From an optimization exercise on the open Yosys and OpenROAD flow, aimed at a short achievable clock period and few clock cycles; shortcuts taken in it are not production practice. Only simulation tests tie the RTL to the original design; equivalence was not proved. No activity file was given, so power comes from the tool's default toggle rates.

==> design.v <==
package gpu_pkg;
  localparam int LANES = 4;
  localparam int WORD_W = 16;
  localparam int MEM_ROWS = 64;
  localparam int NUM_REGS = 32;
  localparam int IMEM_DEPTH = 32;
  localparam int SLOTS = 4;
  localparam int NBANK = 8;
  localparam int LNBANK = 3;
endpackage
module gpu_top (
  input  logic        clk,
  input  logic        rst_n,
  input  logic        imem_we,
  input  logic [4:0]  imem_addr,
  input  logic [31:0] imem_wdata,
  input  logic        start,
  input  logic [5:0]  instr_count,
  output logic        busy,
  output logic        done,
  input  logic        host_we,
  input  logic        host_re,
  input  logic [5:0]  host_addr,
  input  logic [63:0] host_wdata,
  output logic        host_ready,
  output logic [63:0] host_rdata,
  output logic        host_rvalid
);
  localparam int W   = gpu_pkg::SLOTS;
  localparam int NB  = gpu_pkg::NBANK;
  localparam int LNB = gpu_pkg::LNBANK;
  localparam int RPB = 64 / NB;           
  localparam int NP  = 32 + W;            
  localparam int SIW = 34;                
  localparam int F_ADD = 0, F_SUB = 1, F_AND = 2, F_XOR = 3, F_ADDI = 4,
                 F_LD = 5, F_ST = 6, F_MAT = 7, F_D = 8, F_S0 = 13, F_S1 = 18,
                 F_IMM = 23;
  logic        running;       
  logic        wait1, wait2;  
  logic        eng_busy;      
  logic [5:0]  cnt_q;
  logic        hz1, hz1s, hz2;      
  logic [1023:0] imem_q;
  always_ff @(posedge clk) begin
    for (int p = 0; p < 32; p++) begin
      if (imem_we && imem_addr == p[4:0]) imem_q[p*32 +: 32] <= imem_wdata;
    end
  end
  logic [NP*SIW-1:0] sic;
  logic [NP-1:0] c_wr, c_rd0, c_rd1, c_zid, c_mat, c_ld, c_st, c_ex;
  always_comb begin
    sic = '0;
    c_wr = '0; c_rd0 = '0; c_rd1 = '0; c_zid = '0; c_mat = '0; c_ld = '0; c_st = '0; c_ex = '0;
    for (int p = 0; p < 32; p++) begin
      sic[p*SIW + F_ADD]  = imem_q[p*32+26 +: 6] == 6'd1;
      sic[p*SIW + F_SUB]  = imem_q[p*32+26 +: 6] == 6'd2;
      sic[p*SIW + F_AND]  = imem_q[p*32+26 +: 6] == 6'd3;
      sic[p*SIW + F_XOR]  = imem_q[p*32+26 +: 6] == 6'd4;
      sic[p*SIW + F_ADDI] = imem_q[p*32+26 +: 6] == 6'd5;
      sic[p*SIW + F_LD]   = imem_q[p*32+26 +: 6] == 6'd6;
      sic[p*SIW + F_ST]   = imem_q[p*32+26 +: 6] == 6'd7;
      sic[p*SIW + F_MAT]  = imem_q[p*32+26 +: 6] == 6'd8;
      sic[p*SIW + F_D  +: 5]  = imem_q[p*32+21 +: 5];
      sic[p*SIW + F_S0 +: 5]  = imem_q[p*32+16 +: 5];
      sic[p*SIW + F_S1 +: 5]  = imem_q[p*32+11 +: 5];
      sic[p*SIW + F_IMM +: 11] = imem_q[p*32 +: 11];
      c_ex[p]  = 1'b1;
      c_wr[p]  = |sic[p*SIW +: 6];
      c_rd0[p] = |sic[p*SIW +: 5] | sic[p*SIW + F_ST] | sic[p*SIW + F_MAT];
      c_rd1[p] = |sic[p*SIW +: 4] | sic[p*SIW + F_MAT];
      c_zid[p] = (sic[p*SIW + F_SUB] | sic[p*SIW + F_XOR]) &&
                 (imem_q[p*32+16 +: 5] == imem_q[p*32+11 +: 5]);
      c_mat[p] = sic[p*SIW + F_MAT];
      c_ld[p]  = sic[p*SIW + F_LD];
      c_st[p]  = sic[p*SIW + F_ST];
    end
  end
  logic [32*W-1:0] c_inb, c_z0, c_z1, c_ldf, c_lp;
  logic [32*3-1:0] c_len;
  logic b_ok, b_f0, b_q0, b_f1, b_q1, b_ldf;
  logic [2:0] b_nld, b_nst, b_len;
  always_comb begin
    c_inb = '0; c_z0 = '0; c_z1 = '0; c_ldf = '0; c_lp = '0; c_len = '0;
    b_ok = 1'b0; b_f0 = 1'b0; b_q0 = 1'b0; b_f1 = 1'b0; b_q1 = 1'b0; b_ldf = 1'b0;
    b_nld = '0; b_nst = '0; b_len = '0;
    for (int p = 0; p < 32; p++) begin
      b_ok = 1'b1; b_nld = '0; b_nst = '0; b_len = '0;
      for (int j = 0; j < W; j++) begin
        b_f0 = 1'b0; b_q0 = 1'b0; b_f1 = 1'b0; b_q1 = 1'b0; b_ldf = 1'b0;
        for (int i = 0; i < j; i++) begin
          if (c_wr[p+i] && sic[(p+i)*SIW + F_D +: 5] == sic[(p+j)*SIW + F_S0 +: 5]) begin
            b_f0 = 1'b1; b_q0 = c_zid[p+i];
          end
          if (c_wr[p+i] && sic[(p+i)*SIW + F_D +: 5] == sic[(p+j)*SIW + F_S1 +: 5]) begin
            b_f1 = 1'b1; b_q1 = c_zid[p+i];
          end
          if (c_st[p+i] && sic[(p+i)*SIW + F_IMM +: 6] == sic[(p+j)*SIW + F_IMM +: 6]) begin
            b_ldf = 1'b1;
          end
        end
        if (!c_ex[p+j]) b_ok = 1'b0;
        if (j > 0 && (c_mat[p] || c_mat[p+j])) b_ok = 1'b0;
        if (c_rd0[p+j] && b_f0 && !b_q0) b_ok = 1'b0;
        if (c_rd1[p+j] && b_f1 && !b_q1) b_ok = 1'b0;
        if (c_ld[p+j] && b_nld >= 3'd2) b_ok = 1'b0;
        if (c_st[p+j] && b_nst >= 3'd1) b_ok = 1'b0;
        c_inb[p*W+j] = b_ok;
        c_z0[p*W+j] = b_f0 & b_q0;
        c_z1[p*W+j] = b_f1 & b_q1;
        c_ldf[p*W+j] = b_ldf & c_ld[p+j];
        c_lp[p*W+j] = b_nld[0];
        if (b_ok) begin
          b_len = b_len + 3'd1;
          if (c_ld[p+j]) b_nld = b_nld + 3'd1;
          if (c_st[p+j]) b_nst = b_nst + 3'd1;
        end
      end
      c_len[p*3 +: 3] = b_len;
    end
  end
  logic [NP*SIW-1:0] si_q;
  logic [NP-1:0] s_wr, s_zid;
  logic [32*W-1:0] s_inb, s_z0, s_z1, s_ldf, s_lp;
  logic [32*3-1:0] s_len;
  always_ff @(posedge clk) begin
    si_q <= sic;
    s_wr <= c_wr;
    s_zid <= c_zid;
    s_inb <= c_inb; s_z0 <= c_z0; s_z1 <= c_z1; s_ldf <= c_ldf; s_lp <= c_lp;
    s_len <= c_len;
  end
  logic [5:0]        pcP_q;               
  logic [5:0]        r_pc;
  logic [2:0]        r_len;
  logic [W*SIW-1:0]  r_si;
  logic [W-1:0]      r_inb, r_z0, r_z1, r_ldf, r_lp, r_wr;
  logic [W*W-1:0]    r_fw0, r_fw1;        
  logic [W-1:0]      r_fwc;               
  logic [W*32-1:0]   r_s0oh, r_s1oh;
  logic [31:0]       pcoh;
  logic [W*SIW-1:0]  p_si;
  logic [W-1:0]      p_inb, p_z0, p_z1, p_ldf, p_lp, p_wr;
  logic [2:0]        p_len;
  logic [W*W-1:0]    p_fw0, p_fw1;
  logic [W-1:0]      p_fwc;
  logic [W*32-1:0]   p_s0oh, p_s1oh, q_s0oh, q_s1oh;
  logic [W-1:0]      h0, h1, hc;
  always_comb begin
    for (int p = 0; p < 32; p++) pcoh[p] = (pcP_q == p[5:0]);
    p_si = '0; p_inb = '0; p_z0 = '0; p_z1 = '0; p_ldf = '0; p_lp = '0; p_wr = '0; p_len = '0;
    for (int p = 0; p < 32; p++) begin
      for (int j = 0; j < W; j++) begin
        p_si[j*SIW +: SIW] = p_si[j*SIW +: SIW] | ({SIW{pcoh[p]}} & si_q[(p+j)*SIW +: SIW]);
        p_wr[j] = p_wr[j] | (pcoh[p] & s_wr[p+j]);
      end
      p_inb = p_inb | ({W{pcoh[p]}} & s_inb[p*W +: W]);
      p_z0 = p_z0 | ({W{pcoh[p]}} & s_z0[p*W +: W]);
      p_z1 = p_z1 | ({W{pcoh[p]}} & s_z1[p*W +: W]);
      p_ldf = p_ldf | ({W{pcoh[p]}} & s_ldf[p*W +: W]);
      p_lp = p_lp | ({W{pcoh[p]}} & s_lp[p*W +: W]);
      p_len = p_len | ({3{pcoh[p]}} & s_len[p*3 +: 3]);
    end
    p_fw0 = '0; p_fw1 = '0; p_fwc = '0;
    h0 = '0; h1 = '0; hc = '0;
    for (int j = 0; j < W; j++) begin
      for (int i = 0; i < W; i++) begin
        h0[i] = r_inb[i] & r_wr[i] & (r_si[i*SIW + F_D +: 5] == p_si[j*SIW + F_S0 +: 5]);
        h1[i] = r_inb[i] & r_wr[i] & (r_si[i*SIW + F_D +: 5] == p_si[j*SIW + F_S1 +: 5]);
        hc[i] = r_inb[i] & r_wr[i] & (r_si[i*SIW + F_D +: 5] == p_si[j*SIW + F_D +: 5]);
      end
      for (int i = 0; i < W; i++) begin
        p_fw0[j*W+i] = h0[i] & ~(|(h0 >> (i+1)));
        p_fw1[j*W+i] = h1[i] & ~(|(h1 >> (i+1)));
        if (j == 0) p_fwc[i] = hc[i] & ~(|(hc >> (i+1)));
      end
    end
    for (int j = 0; j < W; j++) begin
      for (int r = 0; r < 32; r++) begin
        p_s0oh[j*32+r] = (p_si[j*SIW + F_S0 +: 5] == r[4:0]);
        p_s1oh[j*32+r] = (p_si[j*SIW + F_S1 +: 5] == r[4:0]);
        q_s0oh[j*32+r] = (si_q[j*SIW + F_S0 +: 5] == r[4:0]);
        q_s1oh[j*32+r] = (si_q[j*SIW + F_S1 +: 5] == r[4:0]);
      end
    end
  end
  logic idle;
  logic go;        
  logic adv;       
  logic hold;      
  logic exec;
  assign idle = !busy;
  assign go = idle && start && (instr_count != 6'd0) && !hz1 && !hz2;
  assign hold = running && eng_busy;
  assign adv = go || wait2 || (running && !eng_busy);
  assign exec = running && !eng_busy;
  always_ff @(posedge clk) begin
    if (adv) begin
      pcP_q <= pcP_q + {3'd0, p_len};
      r_pc <= pcP_q;
      r_len <= p_len;
      r_si <= p_si;
      r_inb <= p_inb; r_z0 <= p_z0; r_z1 <= p_z1; r_ldf <= p_ldf; r_lp <= p_lp; r_wr <= p_wr;
      r_fw0 <= p_fw0; r_fw1 <= p_fw1; r_fwc <= p_fwc;
      r_s0oh <= p_s0oh; r_s1oh <= p_s1oh;
    end else if (!hold) begin
      pcP_q <= {3'd0, s_len[2:0]};
      r_pc <= 6'd0;
      r_len <= s_len[2:0];
      r_si <= si_q[W*SIW-1:0];
      r_inb <= s_inb[W-1:0]; r_z0 <= s_z0[W-1:0]; r_z1 <= s_z1[W-1:0];
      r_ldf <= s_ldf[W-1:0]; r_lp <= s_lp[W-1:0]; r_wr <= s_wr[W-1:0];
      r_fw0 <= '0; r_fw1 <= '0; r_fwc <= '0;
      r_s0oh <= q_s0oh; r_s1oh <= q_s1oh;
    end
  end
  logic [4*32*16-1:0] rf_q;
  logic [31:0] rf_v;            
  logic [W*64-1:0] e_res;
  logic [5:0] cnt_eff;
  assign cnt_eff = idle ? instr_count : cnt_q;
  logic [W*64-1:0] r_v0, r_v1, r_opa, r_opb;
  logic [5:0]      r_vc;
  logic [W-1:0]    r_vm;
  logic [W*32-1:0] r_doh;
  logic [127:0]    r_lrow;
  logic [63:0]     r_strow;
  logic [W-1:0]    r_stsl;
  logic [W*32-1:0] s0sel, s1sel;
  logic [W*64-1:0] r_ta, r_tb;
  always_comb begin
    for (int j = 0; j < W; j++) begin
      s0sel[j*32 +: 32] = r_s0oh[j*32 +: 32] & rf_v;
      s1sel[j*32 +: 32] = r_s1oh[j*32 +: 32] & rf_v;
    end
    r_v0 = '0; r_v1 = '0;
    for (int j = 0; j < W; j++) begin
      for (int l = 0; l < 4; l++) begin
        for (int r = 0; r < 32; r++) begin
          r_v0[j*64+l*16 +: 16] = r_v0[j*64+l*16 +: 16] | ({16{s0sel[j*32+r]}} & rf_q[(l*32+r)*16 +: 16]);
          r_v1[j*64+l*16 +: 16] = r_v1[j*64+l*16 +: 16] | ({16{s1sel[j*32+r]}} & rf_q[(l*32+r)*16 +: 16]);
        end
      end
    end
    r_opa = '0; r_opb = '0;
    for (int j = 0; j < W; j++) begin
      r_ta[j*64 +: 64] = (|r_fw0[j*W +: W]) ? 64'd0 : r_v0[j*64 +: 64];
      r_tb[j*64 +: 64] = (|r_fw1[j*W +: W]) ? 64'd0 : r_v1[j*64 +: 64];
      for (int i = 0; i < W; i++) begin
        r_ta[j*64 +: 64] = r_ta[j*64 +: 64] | ({64{r_fw0[j*W+i]}} & e_res[i*64 +: 64]);
        r_tb[j*64 +: 64] = r_tb[j*64 +: 64] | ({64{r_fw1[j*W+i]}} & e_res[i*64 +: 64]);
      end
      if (r_z0[j]) r_ta[j*64 +: 64] = 64'd0;
      if (r_z1[j]) r_tb[j*64 +: 64] = 64'd0;
      r_opa[j*64 +: 64] = r_ta[j*64 +: 64];
      for (int l = 0; l < 4; l++) begin
        if (r_si[j*SIW + F_ADDI])
          r_opb[j*64+l*16 +: 16] = {5'd0, r_si[j*SIW + F_IMM +: 11]};
        else if (r_si[j*SIW + F_SUB])
          r_opb[j*64+l*16 +: 16] = ~r_tb[j*64+l*16 +: 16];
        else
          r_opb[j*64+l*16 +: 16] = r_tb[j*64+l*16 +: 16];
      end
    end
    r_vc = '0;
    for (int r = 0; r < 32; r++)
      r_vc = r_vc | ({6{r_si[F_D +: 5] == r[4:0] && rf_v[r]}} & rf_q[r*16 +: 6]);
    if (|r_fwc) begin
      r_vc = '0;
      for (int i = 0; i < W; i++) r_vc = r_vc | ({6{r_fwc[i]}} & e_res[i*64 +: 6]);
    end
    for (int j = 0; j < W; j++)
      r_vm[j] = r_inb[j] && ({1'b0, r_pc} + j[6:0] < {1'b0, cnt_eff});
    for (int j = 0; j < W; j++)
      for (int r = 0; r < 32; r++)
        r_doh[j*32+r] = (r_si[j*SIW + F_D +: 5] == r[4:0]);
    r_lrow = '0; r_strow = '0; r_stsl = '0;
    for (int j = 0; j < W; j++) begin
      for (int x = 0; x < 64; x++) begin
        if (r_si[j*SIW + F_LD] && r_inb[j] && r_si[j*SIW + F_IMM +: 6] == x[5:0]) begin
          if (r_lp[j]) r_lrow[64+x] = 1'b1; else r_lrow[x] = 1'b1;
        end
        if (r_si[j*SIW + F_ST] && r_inb[j] && r_si[j*SIW + F_IMM +: 6] == x[5:0]) r_strow[x] = 1'b1;
      end
      r_stsl[j] = r_si[j*SIW + F_ST] & r_inb[j];
    end
  end
  logic [W*64-1:0] e_opa, e_opb;
  logic [5:0]      e_c;
  logic [W-1:0]    e_vm, e_cin, e_ldf, e_lp, e_st;
  logic [W-1:0]    e_add, e_and, e_xor, e_ld, e_wr;
  logic            e_mat;
  logic [6:0]      e_n;
  logic [W*32-1:0] e_doh;
  logic [127:0]    e_lrow;
  logic [63:0]     e_strow;
  logic            e_last;
  always_ff @(posedge clk) begin
    if (!hold) begin
      e_opa <= r_opa; e_opb <= r_opb; e_c <= r_vc;
      e_vm <= r_vm;
      e_ldf <= r_ldf; e_lp <= r_lp;
      e_st <= r_stsl & r_vm;
      for (int j = 0; j < W; j++) begin
        e_cin[j] <= r_si[j*SIW + F_SUB];
        e_add[j] <= r_si[j*SIW + F_ADD] | r_si[j*SIW + F_SUB] | r_si[j*SIW + F_ADDI];
        e_and[j] <= r_si[j*SIW + F_AND];
        e_xor[j] <= r_si[j*SIW + F_XOR];
        e_ld[j]  <= r_si[j*SIW + F_LD];
        e_wr[j]  <= r_wr[j] & r_vm[j];
      end
      e_mat <= r_si[F_MAT] & r_vm[0];
      e_n <= r_si[F_IMM +: 7];
      e_doh <= r_doh;
      e_lrow <= r_lrow; e_strow <= r_strow;
      e_last <= (pcP_q >= cnt_eff);
    end
  end
  logic [4095:0] mem_q;
  logic [63:0] e_std, e_lp0, e_lp1;
  logic [W*64-1:0] e_ldv, e_sum;
  always_comb begin
    e_std = '0;
    for (int j = 0; j < W; j++) e_std = e_std | ({64{e_st[j]}} & e_opa[j*64 +: 64]);
    e_lp0 = '0; e_lp1 = '0;
    for (int x = 0; x < 64; x++) begin
      e_lp0 = e_lp0 | ({64{e_lrow[x]}} & mem_q[x*64 +: 64]);
      e_lp1 = e_lp1 | ({64{e_lrow[64+x]}} & mem_q[x*64 +: 64]);
    end
    for (int j = 0; j < W; j++) begin
      e_ldv[j*64 +: 64] = e_ldf[j] ? e_std : (e_lp[j] ? e_lp1 : e_lp0);
      for (int l = 0; l < 4; l++) begin
        e_sum[j*64+l*16 +: 16] = e_opa[j*64+l*16 +: 16] + e_opb[j*64+l*16 +: 16] + {15'd0, e_cin[j]};
      end
      e_res[j*64 +: 64] = ({64{e_add[j]}} & e_sum[j*64 +: 64]) |
                          ({64{e_and[j]}} & (e_opa[j*64 +: 64] & e_opb[j*64 +: 64])) |
                          ({64{e_xor[j]}} & (e_opa[j*64 +: 64] ^ e_opb[j*64 +: 64])) |
                          ({64{e_ld[j]}} & e_ldv[j*64 +: 64]);
    end
  end
  logic [W*32-1:0] wsel;
  logic [31:0] wen;
  always_comb begin
    wen = '0;
    for (int r = 0; r < 32; r++) begin
      for (int j = W-1; j >= 0; j--) begin
        wsel[j*32+r] = exec && e_wr[j] && e_doh[j*32+r] && !wen[r];
        wen[r] = wen[r] | wsel[j*32+r];
      end
    end
  end
  logic [4*32*16-1:0] rf_d;
  always_comb begin
    rf_d = '0;
    for (int r = 0; r < 32; r++)
      for (int l = 0; l < 4; l++)
        for (int j = 0; j < W; j++)
          rf_d[(l*32+r)*16 +: 16] = rf_d[(l*32+r)*16 +: 16] | ({16{wsel[j*32+r]}} & e_res[j*64+l*16 +: 16]);
  end
  always_ff @(posedge clk) begin
    for (int r = 0; r < 32; r++)
      for (int l = 0; l < 4; l++)
        if (wen[r]) rf_q[(l*32+r)*16 +: 16] <= rf_d[(l*32+r)*16 +: 16];
  end
  always_ff @(posedge clk or negedge rst_n) begin
    if (!rst_n) rf_v <= '0;
    else rf_v <= rf_v | wen;
  end
  logic [5:0]       eg_a, eg_b, eg_c;
  logic [6:0]       eg_rem;
  logic [4:0]       eg_rb, eg_m;
  logic             eg_d1a, eg_d1b, eg_last;
  logic [LNB-1:0]   eg_ra, eg_rbk;                
  logic [NB-1:0]    eg_wact;
  logic [NB*RPB-1:0] eg_widx, eg_ria, eg_rib;
  logic [NB*NB-1:0] eg_rota, eg_rotb;             
  logic [NB-1:0]    eg_laa, eg_lab;
  logic [63:0]      eg_lasel, eg_la;
  logic             en_setup;
  logic [5:0]       n_a, n_b, n_c, n_dac, n_dbc;
  logic [6:0]       n_rem;
  logic [4:0]       n_rb, n_m, n_lima, n_limb;
  logic             n_d1a, n_d1b, n_first;
  logic [LNB-1:0]   n_ra, n_rbk;
  logic [NB-1:0]    n_wact, n_laa, n_lab;
  logic [NB*RPB-1:0] n_widx, n_ria, n_rib;
  logic [NB*NB-1:0] n_rota, n_rotb;
  logic [63:0]      n_lasel;
  logic [5:0]       n_lrow;
  logic [LNB-1:0]   n_off;
  logic [LNB:0]     n_bi;
  assign en_setup = exec && e_mat;
  always_comb begin
    if (en_setup) begin
      n_a = e_opa[5:0]; n_b = e_opb[5:0]; n_c = e_c;
      n_rem = e_n;
      n_dac = e_c - e_opa[5:0];
      n_dbc = e_c - e_opb[5:0];
      n_lima = (n_dac < 6'd2 || n_dac >= 6'(NB)) ? 5'(NB) : n_dac[4:0];
      n_limb = (n_dbc < 6'd2 || n_dbc >= 6'(NB)) ? 5'(NB) : n_dbc[4:0];
      n_rb = (n_lima < n_limb) ? n_lima : n_limb;
      n_d1a = (n_dac == 6'd1);
      n_d1b = (n_dbc == 6'd1);
      n_ra = e_opa[LNB-1:0] - e_c[LNB-1:0];
      n_rbk = e_opb[LNB-1:0] - e_c[LNB-1:0];
      n_first = 1'b1;
    end else begin
      n_a = eg_a + {1'b0, eg_m}; n_b = eg_b + {1'b0, eg_m}; n_c = eg_c + {1'b0, eg_m};
      n_rem = eg_rem - {2'd0, eg_m};
      n_dac = '0; n_dbc = '0; n_lima = '0; n_limb = '0;
      n_rb = eg_rb;
      n_d1a = eg_d1a; n_d1b = eg_d1b;
      n_ra = eg_ra; n_rbk = eg_rbk;
      n_first = 1'b0;
    end
    n_m = ({2'd0, n_rb} < n_rem) ? n_rb : n_rem[4:0];
    for (int b = 0; b < NB; b++) begin
      n_off = b[LNB-1:0] - n_c[LNB-1:0];
      n_wact[b] = ({2'd0, n_off} < n_m);
      n_laa[b] = !n_first && n_d1a && (n_c[LNB-1:0] == b[LNB-1:0]);
      n_lab[b] = !n_first && n_d1b && (n_c[LNB-1:0] == b[LNB-1:0]);
      for (int i = 0; i < RPB; i++) begin
        n_widx[b*RPB+i] = (n_c[5:LNB] + ((b[LNB-1:0] < n_c[LNB-1:0]) ? 1 : 0)) % RPB == i;
        n_ria[b*RPB+i]  = (n_a[5:LNB] + ((b[LNB-1:0] < n_a[LNB-1:0]) ? 1 : 0)) % RPB == i;
        n_rib[b*RPB+i]  = (n_b[5:LNB] + ((b[LNB-1:0] < n_b[LNB-1:0]) ? 1 : 0)) % RPB == i;
      end
      for (int s = 0; s < NB; s++) begin
        n_rota[b*NB+s] = !n_laa[b] && (s[LNB-1:0] == b[LNB-1:0] + n_ra);
        n_rotb[b*NB+s] = !n_lab[b] && (s[LNB-1:0] == b[LNB-1:0] + n_rbk);
      end
    end
    n_lrow = n_c + {1'b0, n_m} - 6'd1;
    for (int x = 0; x < 64; x++) n_lasel[x] = (n_lrow == x[5:0]);
  end
  logic eg_fin;    
  assign eg_fin = eng_busy && (n_rem == 7'd0);
  always_ff @(posedge clk) begin
    if (en_setup || eng_busy) begin
      eg_a <= n_a; eg_b <= n_b; eg_c <= n_c;
      eg_rem <= n_rem; eg_rb <= n_rb; eg_m <= n_m;
      eg_d1a <= n_d1a; eg_d1b <= n_d1b;
      eg_ra <= n_ra; eg_rbk <= n_rbk;
      eg_wact <= n_wact; eg_widx <= n_widx; eg_ria <= n_ria; eg_rib <= n_rib;
      eg_rota <= n_rota; eg_rotb <= n_rotb; eg_laa <= n_laa; eg_lab <= n_lab;
      eg_lasel <= n_lasel;
    end
    if (en_setup) eg_last <= e_last;
    if (eng_busy) eg_la <= eg_lad;
  end
  logic [NB*64-1:0] eg_rda, eg_rdb, eg_sum, eg_va, eg_vb;
  logic [63:0] eg_lad;
  always_comb begin
    eg_lad = '0;
    for (int x = 0; x < 64; x++) eg_lad = eg_lad | ({64{eg_lasel[x]}} & mem_q[x*64 +: 64]);
    eg_rda = '0; eg_rdb = '0;
    for (int s = 0; s < NB; s++) begin
      for (int i = 0; i < RPB; i++) begin
        eg_rda[s*64 +: 64] = eg_rda[s*64 +: 64] | ({64{eg_ria[s*RPB+i]}} & mem_q[(s+NB*i)*64 +: 64]);
        eg_rdb[s*64 +: 64] = eg_rdb[s*64 +: 64] | ({64{eg_rib[s*RPB+i]}} & mem_q[(s+NB*i)*64 +: 64]);
      end
    end
    for (int b = 0; b < NB; b++) begin
      eg_va[b*64 +: 64] = {64{eg_laa[b]}} & eg_la;
      eg_vb[b*64 +: 64] = {64{eg_lab[b]}} & eg_la;
      for (int s = 0; s < NB; s++) begin
        eg_va[b*64 +: 64] = eg_va[b*64 +: 64] | ({64{eg_rota[b*NB+s]}} & eg_rda[s*64 +: 64]);
        eg_vb[b*64 +: 64] = eg_vb[b*64 +: 64] | ({64{eg_rotb[b*NB+s]}} & eg_rdb[s*64 +: 64]);
      end
      for (int l = 0; l < 4; l++)
        eg_sum[b*64+l*16 +: 16] = eg_va[b*64+l*16 +: 16] + eg_vb[b*64+l*16 +: 16];
    end
  end
  logic        hw_q;
  logic [5:0]  hw_addr;
  logic [63:0] hw_data;
  always_ff @(posedge clk) begin
    hw_q <= host_we && idle;
    hw_addr <= host_addr;
    hw_data <= host_wdata;
  end
  always_ff @(posedge clk) begin
    for (int x = 0; x < 64; x++) begin
      if (exec && (|e_st) && e_strow[x])
        mem_q[x*64 +: 64] <= e_std;
      else if (eng_busy && eg_wact[x % NB] && eg_widx[(x % NB)*RPB + x / NB])
        mem_q[x*64 +: 64] <= eg_sum[(x % NB)*64 +: 64];
      else if (hw_q && hw_addr == x[5:0])
        mem_q[x*64 +: 64] <= hw_data;
    end
  end
  logic [511:0] hr_cand;
  logic [8:0]   hr_sel;
  logic [63:0]  hr_byp;
  logic         hr_hit;
  assign hr_hit = hw_q && (hw_addr == host_addr);
  logic [511:0] hr_cd;
  always_comb begin
    hr_cd = '0;
    for (int j = 0; j < 8; j++)
      for (int g = 0; g < 8; g++)
        hr_cd[j*64 +: 64] = hr_cd[j*64 +: 64] | ({64{host_addr[5:3] == g[2:0]}} & mem_q[(g*8+j)*64 +: 64]);
  end
  always_ff @(posedge clk) begin
    hr_cand <= hr_cd;
    for (int j = 0; j < 8; j++) begin
      hr_sel[j] <= (host_addr[2:0] == j[2:0]) && !hr_hit;
    end
    hr_sel[8] <= hr_hit;
    hr_byp <= hw_data;
  end
  always_comb begin
    host_rdata = {64{hr_sel[8]}} & hr_byp;
    for (int j = 0; j < 8; j++) host_rdata = host_rdata | ({64{hr_sel[j]}} & hr_cand[j*64 +: 64]);
  end
  logic ready_q;
  assign host_ready = ready_q;
  always_ff @(posedge clk or negedge rst_n) begin
    if (!rst_n) begin
      running <= 1'b0;
      wait1 <= 1'b0;
      wait2 <= 1'b0;
      eng_busy <= 1'b0;
      busy <= 1'b0;
      done <= 1'b0;
      ready_q <= 1'b1;
      host_rvalid <= 1'b0;
      hz1 <= 1'b1;
      hz1s <= 1'b1;
      hz2 <= 1'b1;
      cnt_q <= '0;
    end else begin
      done <= 1'b0;
      host_rvalid <= host_re && idle;
      hz1 <= imem_we && (imem_addr < 5'd8);
      hz1s <= imem_we && (imem_addr < 5'd4);
      hz2 <= hz1s;
      wait2 <= wait1;
      if (wait2) running <= 1'b1;
      wait1 <= 1'b0;
      if (idle && start) begin
        cnt_q <= instr_count;
        if (instr_count == 6'd0) begin
          done <= 1'b1;
        end else begin
          busy <= 1'b1;
          ready_q <= 1'b0;
          if (hz1 || hz2) wait1 <= 1'b1;
          else running <= 1'b1;
        end
      end
      if (exec) begin
        if (e_mat && e_n != 7'd0) begin
          eng_busy <= 1'b1;
        end else if (e_last) begin
          running <= 1'b0;
          busy <= 1'b0;
          ready_q <= 1'b1;
          done <= 1'b1;
        end
      end
      if (eng_busy && eg_fin) begin
        eng_busy <= 1'b0;
        if (eg_last) begin
          running <= 1'b0;
          busy <= 1'b0;
          ready_q <= 1'b1;
          done <= 1'b1;
        end
      end
    end
  end
endmodule
==> run.sh <==
#!/bin/bash
# synth_recipe.tcl (not shown) runs the flow's synth.tcl, then flattens the netlist and writes it again
# the make line also repeats each setting of config.mk as NAME=value (left out here)
make -C /OpenROAD-flow-scripts/flow DESIGN_CONFIG=/design/flow/config.mk WORK_HOME=/design/flow/orfs CLKGATE_MAP_FILE= SYNTH_SCRIPT=/design/flow/synth_recipe.tcl finish
==> config.mk <==
export PLATFORM = sky130hd
export DESIGN_NAME = gpu_top
export DESIGN_NICKNAME = gpu_top
export VERILOG_FILES = /design/flow/design.v
export SDC_FILE = /design/flow/constraint.sdc
export NUM_CORES = 8
export LEC_CHECK = 0
export CAP_MARGIN = 20
export CORE_MARGIN = 2
export CORE_UTILIZATION = 28
export SLEW_MARGIN = 20
==> constraint.sdc <==
create_clock -name core_clock -period 10.0 [get_ports {clk}]
set_input_delay 2.0000 -clock core_clock [delete_from_list [all_inputs] [get_ports {clk}]]
set_output_delay 2.0000 -clock core_clock [all_outputs]
set_load 0.01 [all_outputs]
==> results.toml <==
[synth]
ys_async_sr_fraction_pct = 0.4329
seq_area_frac_synth_pct = 37.82
synth_area_sq_mm = 0.8376
synth_cell_types = 112
synth_area_leaders = "edfxtp_1 (32%), a22oi_1 (15%), a221oi_1 (7.6%), a22o_1 (6.6%), dfxtp_1 (5.5%)"
yosys_warnings = 1
yosys.area.top_type = "edfxtp_1"
syn-instance-count = 90970
synth_top_cell_area_share_pct = 32.20
ys.flop_type = "edfxtp_1"
ys_top_cells_by_count = "a22oi_1 (16590), clkbuf_1 (9703), edfxtp_1 (8980), a221oi_1 (7234), a22o_1 (6265)"
synth.most_common_cell = "a22oi_1"
synth-seq-cells = 11320
synth_area_per_cell_sq_um = 9.207
synth_edf_count = 8980

[placed_design]
place_congestion = 1.462
dp_cells = 128900
io_buffers = 186
place_ws_ns = -1.192
hpwlAfterDp_um = 11240000

[floorplan]
die_w_um = 1734
start_util_pct = 28.04
num_rows = 635
die_h_um = 1734
boundaryPins = 187

[global_routing]
grt-ovfl-total = 195700
grt_start_max_net_pins = 173
grt_pass1_vias = 1501000
grt_pass1_wl_um = 21090000
grt_usage_pct = 105.0

[clock_tree]
cts_buffer_depth = 6
holdBufCountCts = 0
h-tree-depth = 7
clockRootBuffer = "clkbuf_16"
cts_inserted_buffers = 1484
cts.sinks = 11320

[run_status]
status = "did not finish"
haltStage = "5_1_grt"
tool.error = "[ERROR GRT-0116] Global routing finished with congestion. Check the congestion regions in the DRC Viewer."
## how the worst max path moves through the flow
stage	to	cells past startpoint	startpoint	slack, ns
4_1_cts	eg_lasel[31]$_DFFE_PP_	47	e_c[0]$_DFFE_PN_	0.02
3_5_place_dp	eg_lasel[31]$_DFFE_PP_	44	e_opa[1]$_DFFE_PN_	-1.19
3_3_place_gp	eg_lasel[29]$_DFFE_PP_	43	e_opa[1]$_DFFE_PN_	-2.69
2_1_floorplan	eg_a[0]$_DFFE_PP_	7	eng_busy$_DFFE_PN0P_	0.89
## routing by layer
layer / global-route usage, % / GRT overflow
met5: 96.56 / 4057
met4: 103.8 / 30270
met3: 102.6 / 34930
met2: 111.3 / 84230
met1: 102.5 / 42170
## power by group through the flow
stage	logic, uW	registers [uW]	clock network [uW]
after floorplan	186000	87300	0
after global placement	604000	116000	0
after detailed placement	596000	114000	0
after CTS	598000	113000	57900
## kinds of logic after synthesis
logic type | Yosys count | share of synthesized area [%]
AOI/OAI and AO/OA | 41850 | 39.18
xor gates and xnor gates | 2559 | 2.676
adders and majority gates | 1219 | 1.888
buffers and inverters | 14370 | 6.533
DFF | 11320 | 37.82
muxes | 541 | 0.6616
other | 2 | 0.0008966
and+or+nand+nor | 19110 | 11.24
## through the flow
step	power (uW)	cell area, sq um
after CTS	769400	1002000
after detailed placement	710000	952600
after global placement	720100	948800
after floorplan	273800	837800
## what timing repair did
item                                    in CTS
resized for setup                           57
setup buffers                                4
endpoints found under the setup margin      66
pin swaps                                    8
gates cloned                                 0
Testbench counts, summed over its fixed seeds: cycles 6,192.
